This design comes from an exercise in tuning for small area on the open sky130 flow, not from production work.
Function was checked by simulation only, so behaviour that the tests miss may differ from the original.
Power is estimated from default activity; no workload was simulated.

### design/flow/standard.sh
#!/bin/bash
# synth_recipe.tcl (not shown) runs the flow's synth.tcl, then flattens the netlist and writes it again
# the make line also repeats each setting of config.mk as NAME=value (left out here)
make -C /OpenROAD-flow-scripts/flow DESIGN_CONFIG=/design/flow/config.mk WORK_HOME=/design/flow/orfs CLKGATE_MAP_FILE= SYNTH_SCRIPT=/design/flow/synth_recipe.tcl "${@:-finish}"
### design/flow/flow/abc_area.script
&get -n
&st
&b
&dch
&nf -R 1000 -p -C 32 -F 10
&st
&b
&dch
&nf -R 1000 -p -C 32 -F 10
&put
### design/flow/design.v
localparam CHAN_NUM   = 42;  
localparam GROUP_NUM  = 3;   
localparam GROUP_CHAN = 14;  
localparam CHA_W      = 4;   
localparam DATA_W     = 32;  
localparam ADDR_W     = 4;   
localparam REP_W      = 7;   
localparam STA_W      = 9;   
localparam CTL_W      = 5;   
localparam [DATA_W-1:0] VERSION_VAL = 32'h0000_0102;  
localparam [DATA_W-1:0] DATE_VAL    = 32'h2021_0719;
localparam [ADDR_W-1:0] ADDR_VERSION = 4'd0;   
localparam [ADDR_W-1:0] ADDR_DATE    = 4'd1;   
localparam [ADDR_W-1:0] ADDR_CFG     = 4'd2;   
localparam [ADDR_W-1:0] ADDR_CTRL    = 4'd3;   
localparam [ADDR_W-1:0] ADDR_STA     = 4'd4;   
localparam [ADDR_W-1:0] ADDR_LOS_LO  = 4'd5;   
localparam [ADDR_W-1:0] ADDR_LOS_HI  = 4'd6;   
localparam [ADDR_W-1:0] ADDR_TSF_LO  = 4'd7;
localparam [ADDR_W-1:0] ADDR_TSF_HI  = 4'd8;
localparam [ADDR_W-1:0] ADDR_WFUL_LO = 4'd9;   
localparam [ADDR_W-1:0] ADDR_WFUL_HI = 4'd10;
localparam [ADDR_W-1:0] ADDR_REMP_LO = 4'd11;  
localparam [ADDR_W-1:0] ADDR_REMP_HI = 4'd12;
localparam [ADDR_W-1:0] ADDR_LCK_LO  = 4'd13;  
localparam [ADDR_W-1:0] ADDR_LCK_HI  = 4'd14;
function automatic [CHAN_NUM-1:0] stickyNext(input [CHAN_NUM-1:0] old,
                                             input [CHAN_NUM-1:0] live, input clrLo,
                                             input clrHi, input stale);
  reg [CHAN_NUM-1:0] keep;
  begin
    keep = {{(CHAN_NUM-DATA_W){~clrHi & ~stale}}, {DATA_W{~clrLo & ~stale}}};
    stickyNext = live | (old & keep);
  end
endfunction
`timescale 1ns/1ps
module lineAlarmCapture
(
  input  logic        Ck_77,
  input  logic        Rs,           
  input  logic        stale_i,      
  input  logic        sel_i,        
  input  logic [41:0] los_i,        
  input  logic [41:0] tsfA_i,       
  input  logic [41:0] tsfB_i,       
  input  logic [3:0]  clr_i,        
  output logic [41:0] losSticky_o,
  output logic [41:0] tsfSticky_o
);
localparam CHAN_NUM   = 42;  
localparam GROUP_NUM  = 3;   
localparam GROUP_CHAN = 14;  
localparam CHA_W      = 4;   
localparam DATA_W     = 32;  
localparam ADDR_W     = 4;   
localparam REP_W      = 7;   
localparam STA_W      = 9;   
localparam CTL_W      = 5;   
localparam [DATA_W-1:0] VERSION_VAL = 32'h0000_0102;  
localparam [DATA_W-1:0] DATE_VAL    = 32'h2021_0719;
localparam [ADDR_W-1:0] ADDR_VERSION = 4'd0;   
localparam [ADDR_W-1:0] ADDR_DATE    = 4'd1;   
localparam [ADDR_W-1:0] ADDR_CFG     = 4'd2;   
localparam [ADDR_W-1:0] ADDR_CTRL    = 4'd3;   
localparam [ADDR_W-1:0] ADDR_STA     = 4'd4;   
localparam [ADDR_W-1:0] ADDR_LOS_LO  = 4'd5;   
localparam [ADDR_W-1:0] ADDR_LOS_HI  = 4'd6;   
localparam [ADDR_W-1:0] ADDR_TSF_LO  = 4'd7;
localparam [ADDR_W-1:0] ADDR_TSF_HI  = 4'd8;
localparam [ADDR_W-1:0] ADDR_WFUL_LO = 4'd9;   
localparam [ADDR_W-1:0] ADDR_WFUL_HI = 4'd10;
localparam [ADDR_W-1:0] ADDR_REMP_LO = 4'd11;  
localparam [ADDR_W-1:0] ADDR_REMP_HI = 4'd12;
localparam [ADDR_W-1:0] ADDR_LCK_LO  = 4'd13;  
localparam [ADDR_W-1:0] ADDR_LCK_HI  = 4'd14;
function automatic [CHAN_NUM-1:0] stickyNext(input [CHAN_NUM-1:0] old,
                                             input [CHAN_NUM-1:0] live, input clrLo,
                                             input clrHi, input stale);
  reg [CHAN_NUM-1:0] keep;
  begin
    keep = {{(CHAN_NUM-DATA_W){~clrHi & ~stale}}, {DATA_W{~clrLo & ~stale}}};
    stickyNext = live | (old & keep);
  end
endfunction
  logic selA, selB;
  logic [CHAN_NUM-1:0] tsfKeep;
  assign selA    = ~sel_i & ~Rs;    
  assign selB    = sel_i & ~Rs;
  assign tsfKeep = {{(CHAN_NUM-DATA_W){~clr_i[0] & ~stale_i}}, {DATA_W{~clr_i[1] & ~stale_i}}};
  logic [CHAN_NUM-1:0] tsfStickyN;  
  assign tsfSticky_o = ~tsfStickyN;
  always_ff @(posedge Ck_77)
  begin
    losSticky_o <= stickyNext(losSticky_o, los_i, clr_i[3], clr_i[2], stale_i);
    tsfStickyN <= ~((tsfA_i & {CHAN_NUM{selA}}) | (tsfB_i & {CHAN_NUM{selB}}) | (~tsfStickyN & tsfKeep));
  end
endmodule
`timescale 1ns/1ps
module channelAlarmCollect
(
  input  logic        Ck_77,
  input  logic        Rs,
  input  logic        stale_i,  
  input  logic [20:0] rep_i,   
  input  logic [5:0]  clr_i,   
  output logic [41:0] wFulSticky_o,
  output logic [41:0] rEmpSticky_o,
  output logic [41:0] lckSticky_o
);
localparam CHAN_NUM   = 42;  
localparam GROUP_NUM  = 3;   
localparam GROUP_CHAN = 14;  
localparam CHA_W      = 4;   
localparam DATA_W     = 32;  
localparam ADDR_W     = 4;   
localparam REP_W      = 7;   
localparam STA_W      = 9;   
localparam CTL_W      = 5;   
localparam [DATA_W-1:0] VERSION_VAL = 32'h0000_0102;  
localparam [DATA_W-1:0] DATE_VAL    = 32'h2021_0719;
localparam [ADDR_W-1:0] ADDR_VERSION = 4'd0;   
localparam [ADDR_W-1:0] ADDR_DATE    = 4'd1;   
localparam [ADDR_W-1:0] ADDR_CFG     = 4'd2;   
localparam [ADDR_W-1:0] ADDR_CTRL    = 4'd3;   
localparam [ADDR_W-1:0] ADDR_STA     = 4'd4;   
localparam [ADDR_W-1:0] ADDR_LOS_LO  = 4'd5;   
localparam [ADDR_W-1:0] ADDR_LOS_HI  = 4'd6;   
localparam [ADDR_W-1:0] ADDR_TSF_LO  = 4'd7;
localparam [ADDR_W-1:0] ADDR_TSF_HI  = 4'd8;
localparam [ADDR_W-1:0] ADDR_WFUL_LO = 4'd9;   
localparam [ADDR_W-1:0] ADDR_WFUL_HI = 4'd10;
localparam [ADDR_W-1:0] ADDR_REMP_LO = 4'd11;  
localparam [ADDR_W-1:0] ADDR_REMP_HI = 4'd12;
localparam [ADDR_W-1:0] ADDR_LCK_LO  = 4'd13;  
localparam [ADDR_W-1:0] ADDR_LCK_HI  = 4'd14;
function automatic [CHAN_NUM-1:0] stickyNext(input [CHAN_NUM-1:0] old,
                                             input [CHAN_NUM-1:0] live, input clrLo,
                                             input clrHi, input stale);
  reg [CHAN_NUM-1:0] keep;
  begin
    keep = {{(CHAN_NUM-DATA_W){~clrHi & ~stale}}, {DATA_W{~clrLo & ~stale}}};
    stickyNext = live | (old & keep);
  end
endfunction
  logic [CHAN_NUM-1:0] wFulLive;  
  logic [CHAN_NUM-1:0] rEmpLive;
  logic [CHAN_NUM-1:0] lckLive;
  logic [CHAN_NUM-1:0] load;      
  logic [CHAN_NUM-1:0] hold;      
  logic [CHAN_NUM-1:0] wFulNew;   
  logic [CHAN_NUM-1:0] rEmpNew;
  logic [CHAN_NUM-1:0] lckNew;
  always_comb
  begin
    for (int g = 0; g < GROUP_NUM; g++)
    begin
      for (int c = 0; c < GROUP_CHAN; c++)
      begin
        load[g*GROUP_CHAN+c]    = (rep_i[g*REP_W+3 +: CHA_W] == CHA_W'(c)) & ~Rs;
        hold[g*GROUP_CHAN+c]    = (rep_i[g*REP_W+3 +: CHA_W] != CHA_W'(c)) & ~Rs;
        wFulNew[g*GROUP_CHAN+c] = rep_i[g*REP_W+2];
        rEmpNew[g*GROUP_CHAN+c] = rep_i[g*REP_W+1];
        lckNew[g*GROUP_CHAN+c]  = rep_i[g*REP_W+0];
      end
    end
  end
  always_ff @(posedge Ck_77)
  begin
    wFulLive <= (load & wFulNew) | (hold & wFulLive);
    rEmpLive <= (load & rEmpNew) | (hold & rEmpLive);
    lckLive  <= (load & lckNew)  | (hold & lckLive);
  end
  always_ff @(posedge Ck_77)
  begin
    wFulSticky_o <= stickyNext(wFulSticky_o, wFulLive, clr_i[5], clr_i[4], stale_i);
    rEmpSticky_o <= stickyNext(rEmpSticky_o, rEmpLive, clr_i[3], clr_i[2], stale_i);
    lckSticky_o  <= stickyNext(lckSticky_o, lckLive, clr_i[1], clr_i[0], stale_i);
  end
endmodule
`timescale 1ns/1ps
module regBank
(
  input  logic        Ck_77,
  input  logic        Rs,
  input  logic        req_cs,        
  input  logic        req_wr,        
  input  logic [3:0]  req_addr,
  input  logic [31:0] req_wdata,
  input  logic [8:0]  staA_i,
  input  logic [8:0]  staB_i,
  input  logic [41:0] losSticky_i,
  input  logic [41:0] tsfSticky_i,
  input  logic [41:0] wFulSticky_i,
  input  logic [41:0] rEmpSticky_i,
  input  logic [41:0] lckSticky_i,
  output logic        rsp_ack,       
  output logic [31:0] rsp_rdata,     
  output logic [4:0]  ctrlA_o,
  output logic [4:0]  ctrlB_o,
  output logic [3:0]  lineClr_o,     
  output logic [5:0]  chanClr_o,     
  output logic        stale_o        
);
localparam CHAN_NUM   = 42;  
localparam GROUP_NUM  = 3;   
localparam GROUP_CHAN = 14;  
localparam CHA_W      = 4;   
localparam DATA_W     = 32;  
localparam ADDR_W     = 4;   
localparam REP_W      = 7;   
localparam STA_W      = 9;   
localparam CTL_W      = 5;   
localparam [DATA_W-1:0] VERSION_VAL = 32'h0000_0102;  
localparam [DATA_W-1:0] DATE_VAL    = 32'h2021_0719;
localparam [ADDR_W-1:0] ADDR_VERSION = 4'd0;   
localparam [ADDR_W-1:0] ADDR_DATE    = 4'd1;   
localparam [ADDR_W-1:0] ADDR_CFG     = 4'd2;   
localparam [ADDR_W-1:0] ADDR_CTRL    = 4'd3;   
localparam [ADDR_W-1:0] ADDR_STA     = 4'd4;   
localparam [ADDR_W-1:0] ADDR_LOS_LO  = 4'd5;   
localparam [ADDR_W-1:0] ADDR_LOS_HI  = 4'd6;   
localparam [ADDR_W-1:0] ADDR_TSF_LO  = 4'd7;
localparam [ADDR_W-1:0] ADDR_TSF_HI  = 4'd8;
localparam [ADDR_W-1:0] ADDR_WFUL_LO = 4'd9;   
localparam [ADDR_W-1:0] ADDR_WFUL_HI = 4'd10;
localparam [ADDR_W-1:0] ADDR_REMP_LO = 4'd11;  
localparam [ADDR_W-1:0] ADDR_REMP_HI = 4'd12;
localparam [ADDR_W-1:0] ADDR_LCK_LO  = 4'd13;  
localparam [ADDR_W-1:0] ADDR_LCK_HI  = 4'd14;
function automatic [CHAN_NUM-1:0] stickyNext(input [CHAN_NUM-1:0] old,
                                             input [CHAN_NUM-1:0] live, input clrLo,
                                             input clrHi, input stale);
  reg [CHAN_NUM-1:0] keep;
  begin
    keep = {{(CHAN_NUM-DATA_W){~clrHi & ~stale}}, {DATA_W{~clrLo & ~stale}}};
    stickyNext = live | (old & keep);
  end
endfunction
  logic                 ackQ;
  logic [DATA_W-1:0]    rdQ;         
  logic [DATA_W-1:0]    rdNext;
  logic [DATA_W-1:0]    cfgQ;        
  logic [2*CTL_W-1:0]   ctrlQ;       
  logic [2*STA_W-1:0]   staLive;
  logic [2*STA_W-1:0]   staStickyQ;  
  logic                 staClr;
  logic                 accept;
  logic                 wrAcc;
  logic                 rdAcc;
  logic                 staleQ;      
  logic [2*STA_W-1:0]   staKeep;
  assign accept  = req_cs & ~ackQ;  
  assign wrAcc   = accept & req_wr;
  assign rdAcc   = accept & ~req_wr;
  assign staLive = {staB_i, staA_i};
  logic cfgLd, cfgKeep, ctrlLd, ctrlKeep;
  assign cfgLd    = wrAcc && req_addr == ADDR_CFG && !Rs;
  assign cfgKeep  = !(wrAcc && req_addr == ADDR_CFG) && !Rs;
  assign ctrlLd   = wrAcc && req_addr == ADDR_CTRL && !Rs;
  assign ctrlKeep = !(wrAcc && req_addr == ADDR_CTRL) && !Rs;
  logic [15:0] slot;    
  logic [15:0] rdSel;   
  always_comb
  begin
    for (int i = 0; i < 16; i++)
      slot[i] = (req_addr == 4'(i));
    rdSel = slot & ~({16{staleQ}} & 16'h7FF0);
    rdNext = ({DATA_W{rdSel[ADDR_VERSION]}} & VERSION_VAL)
           | ({DATA_W{rdSel[ADDR_DATE]}}    & DATE_VAL)
           | ({DATA_W{rdSel[ADDR_CFG]}}     & cfgQ)
           | ({DATA_W{rdSel[ADDR_CTRL]}}    & DATA_W'(ctrlQ))
           | ({DATA_W{rdSel[ADDR_STA]}}     & DATA_W'(staStickyQ))
           | ({DATA_W{rdSel[ADDR_LOS_LO]}}  & losSticky_i[DATA_W-1:0])
           | ({DATA_W{rdSel[ADDR_LOS_HI]}}  & DATA_W'(losSticky_i[CHAN_NUM-1:DATA_W]))
           | ({DATA_W{rdSel[ADDR_TSF_LO]}}  & tsfSticky_i[DATA_W-1:0])
           | ({DATA_W{rdSel[ADDR_TSF_HI]}}  & DATA_W'(tsfSticky_i[CHAN_NUM-1:DATA_W]))
           | ({DATA_W{rdSel[ADDR_WFUL_LO]}} & wFulSticky_i[DATA_W-1:0])
           | ({DATA_W{rdSel[ADDR_WFUL_HI]}} & DATA_W'(wFulSticky_i[CHAN_NUM-1:DATA_W]))
           | ({DATA_W{rdSel[ADDR_REMP_LO]}} & rEmpSticky_i[DATA_W-1:0])
           | ({DATA_W{rdSel[ADDR_REMP_HI]}} & DATA_W'(rEmpSticky_i[CHAN_NUM-1:DATA_W]))
           | ({DATA_W{rdSel[ADDR_LCK_LO]}}  & lckSticky_i[DATA_W-1:0])
           | ({DATA_W{rdSel[ADDR_LCK_HI]}}  & DATA_W'(lckSticky_i[CHAN_NUM-1:DATA_W]));
  end
  assign staClr    = rdAcc && (req_addr == ADDR_STA);
  assign lineClr_o = {rdAcc && (req_addr == ADDR_LOS_LO), rdAcc && (req_addr == ADDR_LOS_HI),
                      rdAcc && (req_addr == ADDR_TSF_LO), rdAcc && (req_addr == ADDR_TSF_HI)};
  assign chanClr_o = {rdAcc && (req_addr == ADDR_WFUL_LO), rdAcc && (req_addr == ADDR_WFUL_HI),
                      rdAcc && (req_addr == ADDR_REMP_LO), rdAcc && (req_addr == ADDR_REMP_HI),
                      rdAcc && (req_addr == ADDR_LCK_LO), rdAcc && (req_addr == ADDR_LCK_HI)};
  assign stale_o = staleQ;
  assign staKeep = {(2*STA_W){~staClr & ~staleQ}};
  always_ff @(posedge Ck_77)
  begin
    staleQ <= Rs;
    ackQ <= accept & ~Rs;  
    cfgQ  <= (req_wdata & {DATA_W{cfgLd}}) | (cfgQ & {DATA_W{cfgKeep}});
    ctrlQ <= (req_wdata[2*CTL_W-1:0] & {(2*CTL_W){ctrlLd}}) | (ctrlQ & {(2*CTL_W){ctrlKeep}});
    staStickyQ <= staLive | (staStickyQ & staKeep);  
  end
  always_ff @(posedge Ck_77)
  begin
    rdQ <= rdNext;
  end
  assign rsp_ack   = ackQ;
  assign rsp_rdata = rdQ;
  assign ctrlA_o   = ctrlQ[CTL_W-1:0];       
  assign ctrlB_o   = ctrlQ[2*CTL_W-1:CTL_W];
endmodule
`timescale 1ns/1ps
module e1AlarmTop
(
  input  logic        Ck_77,
  input  logic        Rs,
  input  logic        req_cs,
  input  logic        req_wr,
  input  logic [3:0]  req_addr,
  input  logic [31:0] req_wdata,
  input  logic        sel_i,       
  input  logic [41:0] los_i,
  input  logic [41:0] tsfA_i,
  input  logic [41:0] tsfB_i,
  input  logic [20:0] rep_i,       
  input  logic [8:0]  staA_i,
  input  logic [8:0]  staB_i,
  output logic        rsp_ack,
  output logic [31:0] rsp_rdata,
  output logic [4:0]  ctrlA_o,
  output logic [4:0]  ctrlB_o
);
  logic [41:0] losSticky;   
  logic [41:0] tsfSticky;
  logic [41:0] wFulSticky;  
  logic [41:0] rEmpSticky;
  logic [41:0] lckSticky;
  logic [3:0]  lineClr;
  logic [5:0]  chanClr;
  logic        stale;       
  lineAlarmCapture lineCap0
  (
    .Ck_77       (Ck_77),
    .Rs          (Rs),
    .stale_i     (stale),
    .sel_i       (sel_i),
    .los_i       (los_i),
    .tsfA_i      (tsfA_i),
    .tsfB_i      (tsfB_i),
    .clr_i       (lineClr),
    .losSticky_o (losSticky),
    .tsfSticky_o (tsfSticky)
  );
  channelAlarmCollect chanCol0
  (
    .Ck_77        (Ck_77),
    .Rs           (Rs),
    .stale_i      (stale),
    .rep_i        (rep_i),
    .clr_i        (chanClr),
    .wFulSticky_o (wFulSticky),
    .rEmpSticky_o (rEmpSticky),
    .lckSticky_o  (lckSticky)
  );
  regBank regBank0
  (
    .Ck_77        (Ck_77),
    .Rs           (Rs),
    .req_cs       (req_cs),
    .req_wr       (req_wr),
    .req_addr     (req_addr),
    .req_wdata    (req_wdata),
    .staA_i       (staA_i),
    .staB_i       (staB_i),
    .losSticky_i  (losSticky),
    .tsfSticky_i  (tsfSticky),
    .wFulSticky_i (wFulSticky),
    .rEmpSticky_i (rEmpSticky),
    .lckSticky_i  (lckSticky),
    .rsp_ack      (rsp_ack),
    .rsp_rdata    (rsp_rdata),
    .ctrlA_o      (ctrlA_o),
    .ctrlB_o      (ctrlB_o),
    .lineClr_o    (lineClr),
    .chanClr_o    (chanClr),
    .stale_o      (stale)
  );
endmodule
### design/flow/config.mk
export PLATFORM = sky130hd
export DESIGN_NAME = e1AlarmTop
export DESIGN_NICKNAME = e1AlarmTop
export VERILOG_FILES = /design/flow/design.v
export SDC_FILE = /design/flow/constraint.sdc
export NUM_CORES = 4
export LEC_CHECK = 0
export CAP_MARGIN = 20
export CORE_MARGIN = 2
export CORE_UTILIZATION = 75
export SLEW_MARGIN = 20
### design/flow/flow/run.sh
#!/bin/bash
# Standard ORFS layout (the standard.sh) with three changes:
#  - synthesis maps logic with an area-oriented ABC script (flow/abc_area.script) in place of
#    ORFS's delay-oriented one; the registers are mapped before ABC runs, so they are the same
#  - port buffers use the smallest buffer
#  - the clock tree uses clkbuf_8 on larger sink clusters under a clkbuf_4 root, without dummy
#    balancing loads
set -euo pipefail
cd "$(dirname "$0")/.."
rm -rf scripts_mod
cp -r "$FLOW_HOME/scripts" scripts_mod
cp flow/abc_area.script scripts_mod/abc_speed.script
export SCRIPTS_DIR="$PWD/scripts_mod"
export BUFFER_PORTS_ARGS="-buffer_cell sky130_fd_sc_hd__buf_1"
export CTS_ARGS="-sink_clustering_enable -repair_clock_nets -dont_use_dummy_load -buf_list {sky130_fd_sc_hd__clkbuf_8} -root_buf sky130_fd_sc_hd__clkbuf_4 -sink_clustering_size 18 -sink_clustering_max_diameter 60"
export RECOVER_POWER=100
bash standard.sh > flow_make.log 2>&1
### design/flow/constraint.sdc
create_clock -name core_clock -period 10.0 [get_ports {Ck_77}]
set_input_delay 2.0000 -clock core_clock [delete_from_list [all_inputs] [get_ports {Ck_77}]]
set_output_delay 2.0000 -clock core_clock [all_outputs]
set_load 0.01 [all_outputs]
==> impl_metrics.json, run 1 <==
{
  "power_density_nw_per_um2": 176,
  "crit_top_cell": "clkbuf_1",
  "dp_hpwl_um": 29400,
  "synthMuxAreaShare_pct": 0,
  "finalPower_mw": 2.80,
  "reg2reg_depth": 5,
  "leakage_nw": 7.08,
  "wirelength_um": 43400,
  "via_per_inst": 7.15,
  "hp-start": "chanCol0.lckLive[24]",
  "so_faults": "max-capacitance violations, max-slew violations",
  "cpPeakStageDelay_ns": 2.27,
  "synth-simple-area-share_pct": 7.13,
  "synth_top_family_by_area": "compound AO/OA/AOI/OAI gates",
  "drt_iter0_markers": 1583,
  "period_share_pct": 64.7,
  "drv_slew": 271,
  "cts_setup_buffers": 0,
  "cts_resized": 0,
  "start_util_pct": 76.0,
  "drive_gt1_share_pct": 3.49,
  "cts.hold.buffers_added": 0,
  "cts_root_buffer": "clkbuf_4",
  "r2r-start": "regBank0.staleQ",
  "via_count": 12500,
  "crit_required_ns": 10.60,
  "ir_worst_vdd_uv": 160,
  "cts_tree": "yes",
  "final_common_cell": "dfxtp_1",
  "synth_xor_area_share_pct": 0,
  "synth_compound_area_share_pct": 31.9,
  "routedWlPerCell_um": 24.8,
  "io_buffers": 248,
  "cp_cell_sequence": "clkbuf_2 > clkbuf_1 > nor2_1 > clkbuf_1 > a221oi_1",
  "startpoint_type": "input pin",
  "core_area_um2": 18600,
  "dieArea_um2": 19900,
  "hold_depth": 1,
  "synthAdderAreaFrac_pct": 0,
  "crit_type": "input pin to register",
  "crit_fanout": 74,
  "final_area_um2": 15900,
  "ys_warn_count": 3,
  "worst_pin_slew_ns": 3.27,
  "cp-end-kind": "register",
  "crit_buf_inv": 3,
  "syn_inst": 1222,
  "hp-class": "register to register",
  "r2r_setup_slack_ns": 6.08,
  "place_inst": 1723,
  "syn_nets": 1428,
  "post-route-min-period_ns": 6.47,
  "clk_latency_ns": 0.80,
  "fin_cells": 1753,
  "hold_end": "chanCol0.lckSticky_o[24]",
  "antenna_found_initial": 1,
  "ys_ff_latch": 430,
  "rsz0062_at_grt": "false",
  "hold_viol": 0,
  "std_cell_rows": 50,
  "grt_pass1_vias": 11900,
  "antenna_left": 0,
  "grt.overflow.total": 0,
  "finalWeightedCongestion": 0.937,
  "drv_cap": 8,
  "clk_path_buf_depth": 3,
  "holdWs_ns": 0.374,
  "clock-sinks": 430,
  "dr.pass1.iters": 8,
  "max_freq_mhz": 155,
  "syn_area_um2": 14100,
  "finalSetupTns_ns": 0,
  "post-route-drc-count": 0,
  "slew_headroom_pct": -118,
  "avgSynthCellArea_um2": 11.6,
  "layout.nets": 1726,
  "critPathSlowestCell": "clkbuf_1",
  "status": "failed layout checks",
  "grt_max_degree": 75,
  "final_cell_mix": "430 x dfxtp_1, 243 x buf_1, 187 x a21o_1",
  "grt_pass1_wl_um": 65000,
  "postPlaceCellArea_um2": 15600,
  "r2r_end": "regBank0.rdQ[10]",
  "htree_levels": 1,
  "finClkSkew_ns": 0.0981,
  "synth.distinct_cells": 30,
  "cp_top_family": "buffers and inverters",
  "syn_to_final_growth_pct": 12.6,
  "io-pin-count": 249,
  "fp.dieH_um": 141,
  "track_usage_pct": 41.8,
  "cts_buffers": 27,
  "setup_viol": 0,
  "fp.dieW_um": 141,
  "critPathArrivalTime_ns": 7.06,
  "clk_pin_slew_ns": 0.11,
  "ys_seq_area_share_pct": 61.0
}
metrics by stage:
| step | worst slack (ns) | util (%) |
|---|---|---|
| 3_3_place_gp | 5.76 | 83.8 |
| 3_5_place_dp | 5.67 | 83.8 |
| 2_1_floorplan | 4.67 | - |
| 6_report | 3.53 | 85.6 |
| 4_1_cts | 6.44 | 85.7 |
| 5_1_grt | 3.25 | 85.6 |
routing by layer:
layer	track usage, %	share of wire (%)	wire [um]	vias to the layer above
met3	6.59	12	5250	179
met5	0	0	0	-
met1	56.3	37	16300	5928
li1	-	-	-	5421
met4	21.5	5.6	2430	0
met2	66.0	45	19500	1000
sequential cells by signal, summed over array words and instances, names as in the netlist, 10 cells and up:
signal / cells
chanCol0.lckLive: 42
chanCol0.lckSticky_o: 42
chanCol0.rEmpLive: 42
chanCol0.rEmpSticky_o: 42
chanCol0.wFulLive: 42
chanCol0.wFulSticky_o: 42
lineCap0.losSticky_o: 42
lineCap0.tsfStickyN: 42
regBank0.cfgQ: 32
regBank0.ctrlQ: 10
regBank0.rdQ: 32
regBank0.staStickyQ: 18
logic make-up after synthesis:
kind of cell / count (synthesis)
compound gates: 571
buf+inv: 1
flops: 430
simple gates: 220
layout make-up:
class,instances,area (um^2)
Sequential cell,430,8610
Multi-Input combinational cell,791,5560
Fill cell,1062,2680
Timing Repair Buffer,269,1080
Clock buffer,27,353
Tap cell,234,293
Inverter,1,3.75
Antenna cell,1,2.50
how the worst max path moves through the flow:
stage | cells past startpoint | end | from | slack (ns)
after floorplan | 5 | regBank0.cfgQ[0] | req_addr[0] | 4.67
after global placement | 8 | regBank0.rdQ[0] | req_addr[2] | 5.76
after detailed placement | 8 | regBank0.rdQ[0] | req_addr[2] | 5.67
after CTS | 8 | regBank0.rdQ[0] | req_addr[2] | 6.44
after global routing | 5 | lineCap0.tsfStickyN[30] | Rs | 3.25
final | 5 | lineCap0.tsfStickyN[26] | Rs | 3.53
Yosys cell counts:
cell	n	area [um^2]
a22o_1	170	1490
a221o_1	2	20.0
a31o_1	1	8.76
a31oi_1	16	100
or2_0	1	6.26
or3_1	3	18.8
nor2_1	99	372
clkinv_1	1	3.75
dfxtp_1	430	8610
nor3_1	23	115
nand2_1	37	139
a221oi_1	76	666
o2111ai_1	3	26.3
a222oi_1	29	290
a21oi_1	47	235
o211ai_1	3	22.5
nand3b_1	1	7.51
nand4_1	9	56.3
a22oi_1	18	135
nor2b_1	15	93.8
nand2b_1	15	93.8
o221ai_1	2	17.5
nand3_1	7	35.0
o22ai_1	3	18.8
o21ai_0	14	70.1
and3_1	1	6.26
nor4b_1	1	8.76
a21o_1	187	1400
nor4_1	6	37.5
or3b_1	2	17.5
report_power, final:
| group | switching, mW | internal [mW] | total (mW) |
|---|---|---|---|
| sequential | 0.0540 | 1.79 | 1.85 |
| clock | 0.504 | 0.227 | 0.731 |
| combinational | 0.141 | 0.0861 | 0.227 |
| total | 0.699 | 2.11 | 2.80 |
==> run 2, diff against run 1 <==
--- a/design/flow/flow/run.sh
+++ b/design/flow/flow/run.sh
@@ -14,4 +14,3 @@
 export BUFFER_PORTS_ARGS="-buffer_cell sky130_fd_sc_hd__buf_1"
 export CTS_ARGS="-sink_clustering_enable -repair_clock_nets -dont_use_dummy_load -buf_list {sky130_fd_sc_hd__clkbuf_8} -root_buf sky130_fd_sc_hd__clkbuf_4 -sink_clustering_size 18 -sink_clustering_max_diameter 60"
-export RECOVER_POWER=100
 bash standard.sh > flow_make.log 2>&1
==> impl_metrics.json, run 2 <==
{
  "status": "timing/DRC/antenna clean",
  "startpoint_type": "input pin",
  "via_per_inst": 7.14,
  "antenna_left": 0,
  "final_common_cell": "dfxtp_1",
  "ys_seq_area_share_pct": 61.0,
  "cts_root_buffer": "clkbuf_4",
  "grt_max_degree": 75,
  "synthFlopType": "dfxtp_1",
  "final_area_um2": 16000,
  "routedWlPerCell_um": 24.7,
  "antenna_found_initial": 1,
  "hp-class": "register to register",
  "syn_nets": 1428,
  "ys_warn_count": 3,
  "core_area_um2": 18600,
  "avgSynthCellArea_um2": 11.6,
  "power_density_nw_per_um2": 176,
  "via_count": 12500,
  "finClkSkew_ns": 0.0974,
  "grt_pass1_vias": 11900,
  "max_freq_mhz": 276,
  "fp.dieH_um": 141,
  "crit_type": "input pin to register",
  "cts_resized": 0,
  "grt_pass1_wl_um": 65000,
  "drv_cap": 0,
  "dp_hpwl_um": 29400,
  "dieArea_um2": 19900,
  "cp-end-kind": "register",
  "reg2reg_depth": 5,
  "std_cell_rows": 50,
  "dr.pass1.iters": 8,
  "postPlaceCellArea_um2": 15600,
  "drt_iter0_markers": 1552,
  "clock-sinks": 430,
  "async_flop_share_pct": 0,
  "drive_gt1_share_pct": 4.35,
  "ys_top_cells_by_area": "dfxtp_1 61%, a22o_1 11%, a21o_1 9.9%, a221oi_1 4.7%, nor2_1 2.6%",
  "critPathArrivalTime_ns": 4.34,
  "ir_worst_vdd_uv": 160,
  "crit_fanout": 18,
  "syn_to_final_growth_pct": 13.1,
  "layout.nets": 1726,
  "finalSetupTns_ns": 0,
  "hold_viol": 0,
  "synth_top_area_share_pct": 61.0,
  "leakage_nw": 7.12,
  "cp_cell_sequence": "buf_1 > or3b_1 > nor2_2 > buf_4 > a22oi_1 > o221ai_1 > a221oi_1 > nand4_1",
  "clk_pin_slew_ns": 0.11,
  "clk_path_buf_depth": 3,
  "period_share_pct": 36.2,
  "synth_edf_count": 0,
  "cts_tree": "yes",
  "post-route-drc-count": 0,
  "htree_levels": 1,
  "cts.hold.buffers_added": 0,
  "hold_depth": 1,
  "post-route-min-period_ns": 3.62,
  "final_cell_mix": "430 x dfxtp_1, 247 x buf_1, 187 x a21o_1",
  "postLayoutCoreUtil_pct": 86.0,
  "rsz0062_at_grt": "false",
  "start_util_pct": 76.0,
  "cpPeakStageDelay_ns": 0.65,
  "fp.dieW_um": 141,
  "io-pin-count": 249,
  "io_buffers": 248,
  "critPathSlowestCell": "nor2_2",
  "netlist_top_cells_count": "430 x dfxtp_1, 187 x a21o_1, 170 x a22o_1, 99 x nor2_1, 76 x a221oi_1",
  "cts_setup_buffers": 0,
  "syn_area_um2": 14100,
  "setup_viol": 0,
  "worst_pin_slew_ns": 1.21,
  "track_usage_pct": 41.8,
  "cts_buffers": 27,
  "slew_headroom_pct": 19.5,
  "finalWeightedCongestion": 0.937,
  "synth.distinct_cells": 30,
  "synthMostInstantiatedCell": "dfxtp_1",
  "finalPower_mw": 2.80,
  "crit_required_ns": 10.72,
  "grt.overflow.total": 0,
  "syn_inst": 1222,
  "ys_ff_latch": 430,
  "r2r_setup_slack_ns": 7.28,
  "drv_slew": 0,
  "synth_largest_area_cell": "dfxtp_1",
  "clk_latency_ns": 0.79,
  "wirelength_um": 43400
}
-- run 2: cell counts after synthesis --
Identical to the previous run, type by type.
-- run 2: critical path, delay by kind of cell --
| kind | cells | cell delay [ns] |
|---|---|---|
| AO/OA/AOI/OAI | 3 | 0.31 |
| buffers and inverters | 2 | 0.73 |
| AND/OR/NAND/NOR | 3 | 1.27 |
-- run 2: cells by family after synthesis --
group                  count (synthesis)  share of synthesized area [%]
AOI/OAI and AO/OA                    571                           31.9
and+or+nand+nor                      220                           7.13
buffers and inverters                  1                         0.0266
DFF                                  430                           61.0
-- run 2: final timing paths --
path | from | to
worst min register to register | chanCol0.lckLive[24] | chanCol0.lckSticky_o[24]
worst max register to register | regBank0.staleQ | regBank0.rdQ[9]
worst min-delay path | chanCol0.lckLive[24] | chanCol0.lckSticky_o[24]
worst max-delay path | req_addr[2] | regBank0.rdQ[0]
-- run 2: metal layers --
metal	wire, um	up-vias	global-route usage [%]
met3	4890	177	6.59
met2	19500	944	66.0
met4	2430	0	21.5
met1	16500	5959	56.3
li1	-	5437	-
met5	0	-	0
-- run 2: through the flow --
step | hold WS, ns | worst slack [ns] | instances
2_1_floorplan | 0.405 | 4.67 | 1222
3_3_place_gp | 0.415 | 5.76 | 1723
3_5_place_dp | 0.417 | 5.67 | 1723
4_1_cts | 0.406 | 6.44 | 1750
5_1_grt | 0.408 | 6.28 | 1753
6_report | 0.368 | 6.38 | 1753
-- run 2: power breakdown --
part           leakage [nW]  total [mW]  switching (mW)  internal [mW]
sequential             3.52        1.85          0.0541           1.79
clock                 0.186       0.730           0.503          0.227
combinational          3.41       0.229           0.142         0.0871
-- run 2: area by class of cell --
| class | count | area (um^2) |
|---|---|---|
| antenna | 1 | 2.50 |
| timing repair buffer | 269 | 1130 |
| clock buffer | 27 | 353 |
| sequential | 430 | 8610 |
| inverter | 1 | 3.75 |
| fill | 1048 | 2610 |
| multi-input combinational | 791 | 5580 |
| tap | 234 | 293 |

[static timing again, ports no longer ideal]
Ports are ideal in the flow. The routed layouts listed here were re-timed in OpenROAD. Step 1 sets driving cells, clkbuf_16 on the clock port and buf_2 on the other inputs (assumed; they add their load-dependent delay and slew). Step 2, shift: input delay + t, output delay - t, t = (earliest + latest rising clock arrival at the registers) / 2. This alone moves slack from input paths to output paths. a / b / c = no drivers / after step 1 / after step 2; a / b = the first two.
run	shift t [ns]	slack for setup (ns)	worst data-port slew with drivers (ns)	pins driven straight from the clock port
run 1	0.793	3.534 / 3.556 / 2.763	0.07	1
run 2	0.788	6.382 / 6.402 / 5.614	0.07	1
For run 1, which loses most, drivers alone change the setup slack by +0.022 ns; drivers and shift together by -0.771 ns.
